Background: an optimization exercise with open tools, aiming at small area, a short achievable clock period and few clock cycles per item. Do not read the settings as production practice. Where RTL was checked, it was by simulation tests only, not by an equivalence proof against the original.

==> build 92: inputs <==
// fp_alu
module fp_alu (
    input  logic      clk,
    input  logic      rst,
    input  logic      start,
    input  fp_pkg::fp_word_t  op_a,
    input  fp_pkg::fp_word_t  op_b,
    input  fp_pkg::fp_op_t    op_code,
    output fp_pkg::fp_word_t  result,
    output fp_pkg::fp_flags_t flags,
    output logic      valid_out
);
    fp_pkg::fp_class_t cls_a;
    fp_pkg::fp_class_t cls_b;
    fp_pkg::fp_word_t  add_result;
    fp_pkg::fp_flags_t add_flags;
    fp_pkg::fp_word_t  mul_result;
    fp_pkg::fp_flags_t mul_flags;
    fp_pkg::fp_word_t  sel_result;
    fp_pkg::fp_flags_t sel_flags;
    fp_unpack i_unpack_a (.word(op_a), .cls(cls_a));
    fp_unpack i_unpack_b (.word(op_b), .cls(cls_b));
    fp_add_sub i_add_sub (
        .a        (cls_a),
        .b        (cls_b),
        .subtract (op_code == fp_pkg::OP_SUB),
        .result   (add_result),
        .flags    (add_flags)
    );
    fp_mul i_mul (
        .a      (cls_a),
        .b      (cls_b),
  ...
clock: 15.0 ns
lec_check: 0
abc_area: 1
cap_margin: 20
core_margin: 2
core_utilization: 40
setup_slack_margin: 4
slew_margin: 20
run.sh (not shown) runs the stock make flow with config.mk's settings and CLKGATE_MAP_FILE= SYNTH_SCRIPT=/design/flow/synth_recipe.tcl, a recipe that flattens the netlist after the stock synthesis.
==> trial 20 (differences from build 92) <==
--- a/flow/design.v
+++ b/flow/design.v
@@ -53,14 +53,50 @@
         cls.is_nan  = exp_ones && mant_nz;
         cls.is_inf  = exp_ones && !mant_nz;
         cls.is_zero = (exp_f == '0);   
     end
 endmodule
 `default_nettype wire
 `default_nettype none
+module fp_prefix_add #(
+    parameter int W = 8
+) (
+    input  logic [W-1:0] a,
+    input  logic [W-1:0] b,
+    input  logic         cin,
+    output logic [W-1:0] sum,
+    output logic         cout
+);
+    localparam int L = (W > 32) ? 6 : (W > 16) ? 5 : (W > 8) ? 4 : (W > 4) ? 3 : (W > 2) ? 2 : 1;
+    logic [W-1:0] p;
+    logic [W-1:0] g;
+    logic [W-1:0] pg_p [0:L];
+    logic [W-1:0] pg_g [0:L];
+    assign p = a ^ b;
+    assign g = a & b;
+    always_comb begin
+        pg_p[0]    = p;
+        pg_g[0]    = g;
+        pg_g[0][0] = g[0] | (p[0] & cin);
+        for (int l = 0; l < L; l++) begin
+            pg_p[l+1] = pg_p[l];
+            pg_g[l+1] = pg_g[l];
+            for (int j = 0; j < W; j++) begin
+                if ((j >> l) & 1) begin
+                    pg_g[l+1][j] = pg_g[l][j] | (pg_p[l][j] & pg_g[l][((j >> l) << l) - 1]);
+                    pg_p[l+1][j] = pg_p[l][j] & pg_p[l][((j >> l) << l) - 1];
+                end
+            end
+        end
+    end
+    assign sum  = p ^ {pg_g[L][W-2:0], cin};
+    assign cout = pg_g[L][W-1];
+endmodule
+`default_nettype wire
+`default_nettype none
 module fp_add_sub (
     input  fp_pkg::fp_class_t a,
     input  fp_pkg::fp_class_t b,
     input  logic      subtract,
     output fp_pkg::fp_word_t  result,
     output fp_pkg::fp_flags_t flags
 );
@@ -84,37 +120,49 @@
     logic [8:0]  exp_res;
     logic        ovf;
     logic        unf;
     logic        zero_res;
     assign sign_b_eff = b.sign ^ subtract;
     assign eff_sub    = a.sign ^ sign_b_eff;
     assign swap   = {a.exp, a.mant} < {b.exp, b.mant};
-    assign d_ab   = {1'b0, a.exp} - {1'b0, b.exp};
-    assign d_ba   = {1'b0, b.exp} - {1'b0, a.exp};
+    logic        c_ab;
+    logic        c_ba;
+    fp_prefix_add #(.W(9)) i_d_ab (.a({1'b0, a.exp}), .b(~{1'b0, b.exp}), .cin(1'b1), .sum(d_ab), .cout(c_ab));
+    fp_prefix_add #(.W(9)) i_d_ba (.a({1'b0, b.exp}), .b(~{1'b0, a.exp}), .cin(1'b1), .sum(d_ba), .cout(c_ba));
     assign exp_lt = d_ab[8];
     assign exp_diff = exp_lt ? d_ba[7:0] : d_ab[7:0];
     assign exp_x  = swap ? b.exp : a.exp;
     assign sign_x = swap ? sign_b_eff : a.sign;
     assign sig_x  = swap ? {1'b1, b.mant} : {1'b1, a.mant};
     assign sig_y  = swap ? {1'b1, a.mant} : {1'b1, b.mant};
     assign win_y = (exp_diff > 8'd24) ? 25'd0 : ({sig_y, 1'b0} >> exp_diff[4:0]);
     always_comb begin
         for (int i = 0; i < 24; i++)
             st_mask[i] = ({1'b0, exp_diff} >= 9'(i + 2)) && ({1'b0, exp_diff} <= 9'(i + 24));
     end
     assign sticky = |(sig_y & st_mask);
-    assign sum = {1'b0, sig_x, 1'b0} + ({1'b0, win_y} ^ {26{eff_sub}}) + {25'd0, eff_sub & ~sticky};
+    logic c_sum;
+    fp_prefix_add #(.W(26)) i_sum (
+        .a    ({1'b0, sig_x, 1'b0}),
+        .b    ({1'b0, win_y} ^ {26{eff_sub}}),
+        .cin  (eff_sub & ~sticky),
+        .sum  (sum),
+        .cout (c_sum)
+    );
     always_comb begin
         lz = 5'd25;
         for (int i = 0; i < 26; i++)
             if (sum[i]) lz = 5'(25 - i);
     end
     assign norm     = sum << lz;
     assign zero_res = (sum == 26'd0);
-    assign exp_res  = {1'b0, exp_x} + 9'd1 - {4'd0, lz};
+    logic [8:0] exp_x1;
+    logic       c_exp;
+    assign exp_x1 = {1'b0, exp_x} + 9'd1;
+    fp_prefix_add #(.W(9)) i_exp (.a(exp_x1), .b(~{4'd0, lz}), .cin(1'b1), .sum(exp_res), .cout(c_exp));
     assign ovf      = sum[25] && (exp_x == 8'd254);
     assign unf      = {4'd0, lz} > {1'b0, exp_x};
     always_comb begin
         flags  = '0;
         result = '0;
         if (a.is_nan || b.is_nan) begin
             result        = fp_pkg::QNAN;
@@ -2055,15 +2103,16 @@
     assign s929 = pp335 ^ s839 ^ c838;
     assign c930 = (pp335 & s839) | (pp335 & c838) | (s839 & c838);
     assign s931 = ns312 ^ pp336 ^ c840;
     assign c932 = (ns312 & pp336) | (ns312 & c840) | (pp336 & c840);
     logic [47:0] row0, row1;
     assign row0 = {s931, s929, s927, s925, s923, s921, s919, s917, s915, s913, s911, s909, s907, s905, s903, s901, s899, s897, s895, s893, s891, s889, s887, s885, s883, s881, s879, s877, s875, s873, s871, s869, s867, s865, s863, s861, s859, s857, s855, s853, s851, s849, s847, s845, s843, pp27, pp2, b_neg[0]};
     assign row1 = {c930, c928, c926, c924, c922, c920, c918, c916, c914, c912, c910, c908, c906, c904, c902, c900, c898, c896, c894, c892, c890, c888, c886, c884, c882, c880, c878, c876, c874, c872, c870, c868, c866, c864, c862, c860, c858, c856, c854, c852, c850, c848, c846, c844, c842, s841, 1'b0, pp1};
-    assign p = row0 + row1;
+    logic cout;
+    fp_prefix_add #(.W(48)) i_cpa (.a(row0), .b(row1), .cin(1'b0), .sum(p), .cout(cout));
 endmodule
 module fp_mul (
     input  fp_pkg::fp_class_t a,
     input  fp_pkg::fp_class_t b,
     output fp_pkg::fp_word_t  result,
     output fp_pkg::fp_flags_t flags
 );
==> flow/flow/run.sh (new file) <==
#!/bin/bash
# Layout flow: the standard flow, except that synthesis does not extract
# full/half adder cells (ADDER_MAP_FILE empty), which otherwise turn the
# prefix adders into slow ripple chains. Output goes to standard.log.
cd "$(dirname "$0")/.."
bash standard.sh ADDER_MAP_FILE= finish > standard.log 2>&1
==> flow/standard.sh (new file) <==
#!/bin/bash
# synth_recipe.tcl (not shown) runs the flow's synth.tcl, then flattens the netlist and writes it again
# the make line also repeats each setting of config.mk as NAME=value (left out here)
make -C /OpenROAD-flow-scripts/flow DESIGN_CONFIG=/design/flow/config.mk WORK_HOME=/design/flow/orfs CLKGATE_MAP_FILE= SYNTH_SCRIPT=/design/flow/synth_recipe.tcl "${@:-finish}"
--- a/flow/config.mk
+++ b/flow/config.mk
@@ -5,9 +5,9 @@
 export SDC_FILE = /design/flow/constraint.sdc
 export NUM_CORES = 4
 export LEC_CHECK = 0
 export ABC_AREA = 1
 export CAP_MARGIN = 20
 export CORE_MARGIN = 2
 export CORE_UTILIZATION = 40
-export SETUP_SLACK_MARGIN = 4
+export SETUP_SLACK_MARGIN = 5
 export SLEW_MARGIN = 20
removed: flow/run.sh
==> trial 89 (differences from build 92) <==
==> flow/config.mk (replaced) <==
export PLATFORM = sky130hd
export DESIGN_NAME = fp_alu
export DESIGN_NICKNAME = fp_alu
export VERILOG_FILES = /design/flow/design.v
export SDC_FILE = /design/flow/constraint.sdc
export NUM_CORES = 4
export LEC_CHECK = 0
export CAP_MARGIN = 20
export CORE_MARGIN = 2
export CORE_UTILIZATION = 40
export SETUP_SLACK_MARGIN = 4
export SLEW_MARGIN = 20
==> build 88 (differences from build 92) <==
--- a/flow/design.v
+++ b/flow/design.v
@@ -53,14 +53,50 @@
         cls.is_nan  = exp_ones && mant_nz;
         cls.is_inf  = exp_ones && !mant_nz;
         cls.is_zero = (exp_f == '0);   
     end
 endmodule
 `default_nettype wire
 `default_nettype none
+module fp_prefix_add #(
+    parameter int W = 8
+) (
+    input  logic [W-1:0] a,
+    input  logic [W-1:0] b,
+    input  logic         cin,
+    output logic [W-1:0] sum,
+    output logic         cout
+);
+    localparam int L = $clog2(W);
+    logic [W-1:0] p;
+    logic [W-1:0] g;
+    logic [W-1:0] pg_p [0:L];
+    logic [W-1:0] pg_g [0:L];
+    assign p = a ^ b;
+    assign g = a & b;
+    always_comb begin
+        pg_p[0]    = p;
+        pg_g[0]    = g;
+        pg_g[0][0] = g[0] | (p[0] & cin);
+        for (int l = 0; l < L; l++) begin
+            pg_p[l+1] = pg_p[l];
+            pg_g[l+1] = pg_g[l];
+            for (int j = 0; j < W; j++) begin
+                if ((j >> l) & 1) begin
+                    pg_g[l+1][j] = pg_g[l][j] | (pg_p[l][j] & pg_g[l][((j >> l) << l) - 1]);
+                    pg_p[l+1][j] = pg_p[l][j] & pg_p[l][((j >> l) << l) - 1];
+                end
+            end
+        end
+    end
+    assign sum  = p ^ {pg_g[L][W-2:0], cin};
+    assign cout = pg_g[L][W-1];
+endmodule
+`default_nettype wire
+`default_nettype none
 module fp_add_sub (
     input  fp_pkg::fp_class_t a,
     input  fp_pkg::fp_class_t b,
     input  logic      subtract,
     output fp_pkg::fp_word_t  result,
     output fp_pkg::fp_flags_t flags
 );
@@ -84,37 +120,49 @@
     logic [8:0]  exp_res;
     logic        ovf;
     logic        unf;
     logic        zero_res;
     assign sign_b_eff = b.sign ^ subtract;
     assign eff_sub    = a.sign ^ sign_b_eff;
     assign swap   = {a.exp, a.mant} < {b.exp, b.mant};
-    assign d_ab   = {1'b0, a.exp} - {1'b0, b.exp};
-    assign d_ba   = {1'b0, b.exp} - {1'b0, a.exp};
+    logic        c_ab;
+    logic        c_ba;
+    fp_prefix_add #(.W(9)) i_d_ab (.a({1'b0, a.exp}), .b(~{1'b0, b.exp}), .cin(1'b1), .sum(d_ab), .cout(c_ab));
+    fp_prefix_add #(.W(9)) i_d_ba (.a({1'b0, b.exp}), .b(~{1'b0, a.exp}), .cin(1'b1), .sum(d_ba), .cout(c_ba));
     assign exp_lt = d_ab[8];
     assign exp_diff = exp_lt ? d_ba[7:0] : d_ab[7:0];
     assign exp_x  = swap ? b.exp : a.exp;
     assign sign_x = swap ? sign_b_eff : a.sign;
     assign sig_x  = swap ? {1'b1, b.mant} : {1'b1, a.mant};
     assign sig_y  = swap ? {1'b1, a.mant} : {1'b1, b.mant};
     assign win_y = (exp_diff > 8'd24) ? 25'd0 : ({sig_y, 1'b0} >> exp_diff[4:0]);
     always_comb begin
         for (int i = 0; i < 24; i++)
             st_mask[i] = ({1'b0, exp_diff} >= 9'(i + 2)) && ({1'b0, exp_diff} <= 9'(i + 24));
     end
     assign sticky = |(sig_y & st_mask);
-    assign sum = {1'b0, sig_x, 1'b0} + ({1'b0, win_y} ^ {26{eff_sub}}) + {25'd0, eff_sub & ~sticky};
+    logic c_sum;
+    fp_prefix_add #(.W(26)) i_sum (
+        .a    ({1'b0, sig_x, 1'b0}),
+        .b    ({1'b0, win_y} ^ {26{eff_sub}}),
+        .cin  (eff_sub & ~sticky),
+        .sum  (sum),
+        .cout (c_sum)
+    );
     always_comb begin
         lz = 5'd25;
         for (int i = 0; i < 26; i++)
             if (sum[i]) lz = 5'(25 - i);
     end
     assign norm     = sum << lz;
     assign zero_res = (sum == 26'd0);
-    assign exp_res  = {1'b0, exp_x} + 9'd1 - {4'd0, lz};
+    logic [8:0] exp_x1;
+    logic       c_exp;
+    assign exp_x1 = {1'b0, exp_x} + 9'd1;
+    fp_prefix_add #(.W(9)) i_exp (.a(exp_x1), .b(~{4'd0, lz}), .cin(1'b1), .sum(exp_res), .cout(c_exp));
     assign ovf      = sum[25] && (exp_x == 8'd254);
     assign unf      = {4'd0, lz} > {1'b0, exp_x};
     always_comb begin
         flags  = '0;
         result = '0;
         if (a.is_nan || b.is_nan) begin
             result        = fp_pkg::QNAN;
@@ -2055,15 +2103,16 @@
     assign s929 = pp335 ^ s839 ^ c838;
     assign c930 = (pp335 & s839) | (pp335 & c838) | (s839 & c838);
     assign s931 = ns312 ^ pp336 ^ c840;
     assign c932 = (ns312 & pp336) | (ns312 & c840) | (pp336 & c840);
     logic [47:0] row0, row1;
     assign row0 = {s931, s929, s927, s925, s923, s921, s919, s917, s915, s913, s911, s909, s907, s905, s903, s901, s899, s897, s895, s893, s891, s889, s887, s885, s883, s881, s879, s877, s875, s873, s871, s869, s867, s865, s863, s861, s859, s857, s855, s853, s851, s849, s847, s845, s843, pp27, pp2, b_neg[0]};
     assign row1 = {c930, c928, c926, c924, c922, c920, c918, c916, c914, c912, c910, c908, c906, c904, c902, c900, c898, c896, c894, c892, c890, c888, c886, c884, c882, c880, c878, c876, c874, c872, c870, c868, c866, c864, c862, c860, c858, c856, c854, c852, c850, c848, c846, c844, c842, s841, 1'b0, pp1};
-    assign p = row0 + row1;
+    logic cout;
+    fp_prefix_add #(.W(48)) i_cpa (.a(row0), .b(row1), .cin(1'b0), .sum(p), .cout(cout));
 endmodule
 module fp_mul (
     input  fp_pkg::fp_class_t a,
     input  fp_pkg::fp_class_t b,
     output fp_pkg::fp_word_t  result,
     output fp_pkg::fp_flags_t flags
 );
@@ -2150,16 +2199,16 @@
         sel_flags  = 3'b100;
         case (op_code)
             fp_pkg::OP_ADD, fp_pkg::OP_SUB: begin
                 sel_result = add_result;
                 sel_flags  = add_flags;
             end
             fp_pkg::OP_MUL: begin
-                sel_result = mul_result;
-                sel_flags  = mul_flags;
+                sel_result = add_result;
+                sel_flags  = add_flags;
             end
             default: ;
         endcase
     end
     always_ff @(posedge clk) begin
         result <= sel_result;
         flags  <= sel_flags;
==> reports/metrics.csv <==
metric;value;unit
outcome;no timing/DRC/antenna violations;
family with the most delay on the worst path;simple AND/OR/NAND/NOR gates;
final core utilization;0.4582;
die width;260.7;um
Unique masters post-synth;65;
RSZ-0062 raised after global routing;no;
row count;94;
Synth Area in Simple Gates;0.4825;
NumNets Final;5299;
Yosys top cell area share;0.2803;
-- figures above: trial 20

==> reports/metrics.csv <==
metric;value;unit
outcome;no timing/DRC/antenna violations;
final core utilization;0.4843;
row count;98;
Yosys top cell area share;0.1800;
Unique masters post-synth;107;
-- figures above: trial 89

==> reports/metrics.csv <==
metric;value;unit
Synth Area in Simple Gates;0.1892;
die width;248.4;um
outcome;no timing/DRC/antenna violations;
family with the most delay on the worst path;simple AND/OR/NAND/NOR gates;
RSZ-0062 raised after global routing;no;
Yosys top cell area share;0.2187;
-- figures above: build 92

==> reports/metrics.csv <==
metric;value;unit
Unique masters post-synth;60;
Synth Area in Simple Gates;0.3893;
family with the most delay on the worst path;simple AND/OR/NAND/NOR gates;
final core utilization;0.5464;
die width;151.7;um
outcome;no timing/DRC/antenna violations;
largest net degree at the start of global routing;41;
-- figures above: build 88

Testbench counts of build 92, summed over its fixed seeds: cycles 32,008, ops 32,000.
Testbench counts of trial 20, summed over its fixed seeds: cycles 32,008, ops 32,000.
Testbench counts of trial 89, summed over its fixed seeds: cycles 32,008, ops 32,000.
Function not checked in build 88: the RTL went through the layout flow alone.

-- static timing again, ports no longer ideal --
Ports are ideal in the flow. The routed layouts listed here were re-timed in OpenROAD. Step 1 assumes that a clkbuf_16 drives the clock port and a buf_2 every other input. Step 2 times the ports against the registers' clock, not the clock port: input delays grow and output delays shrink by t, the midpoint of the rising clock arrivals with the driver on. Slacks: no drivers / after step 1 / after step 2; pairs: no drivers / after step 1.
run | shift t [ns] | setup WS [ns] | worst setup path at the end | worst register clock-pin slew, ns
build 92 | 0.340 | 4.339 / 4.355 / 4.015 | input to register | 0.06 / 0.06
trial 20 | 0.318 | 5.292 / 5.307 / 4.989 | input to register | 0.07 / 0.07
trial 89 | 0.338 | 3.706 / 3.706 / 3.369 | input to register | 0.07 / 0.07
build 88 | 0.322 | 4.287 / 4.293 / 3.972 | input to register | 0.06 / 0.06
After both steps setup and hold are still met in every run listed. For trial 89, which loses most, drivers alone change the setup slack by 0.000 ns; drivers and shift together by -0.337 ns.
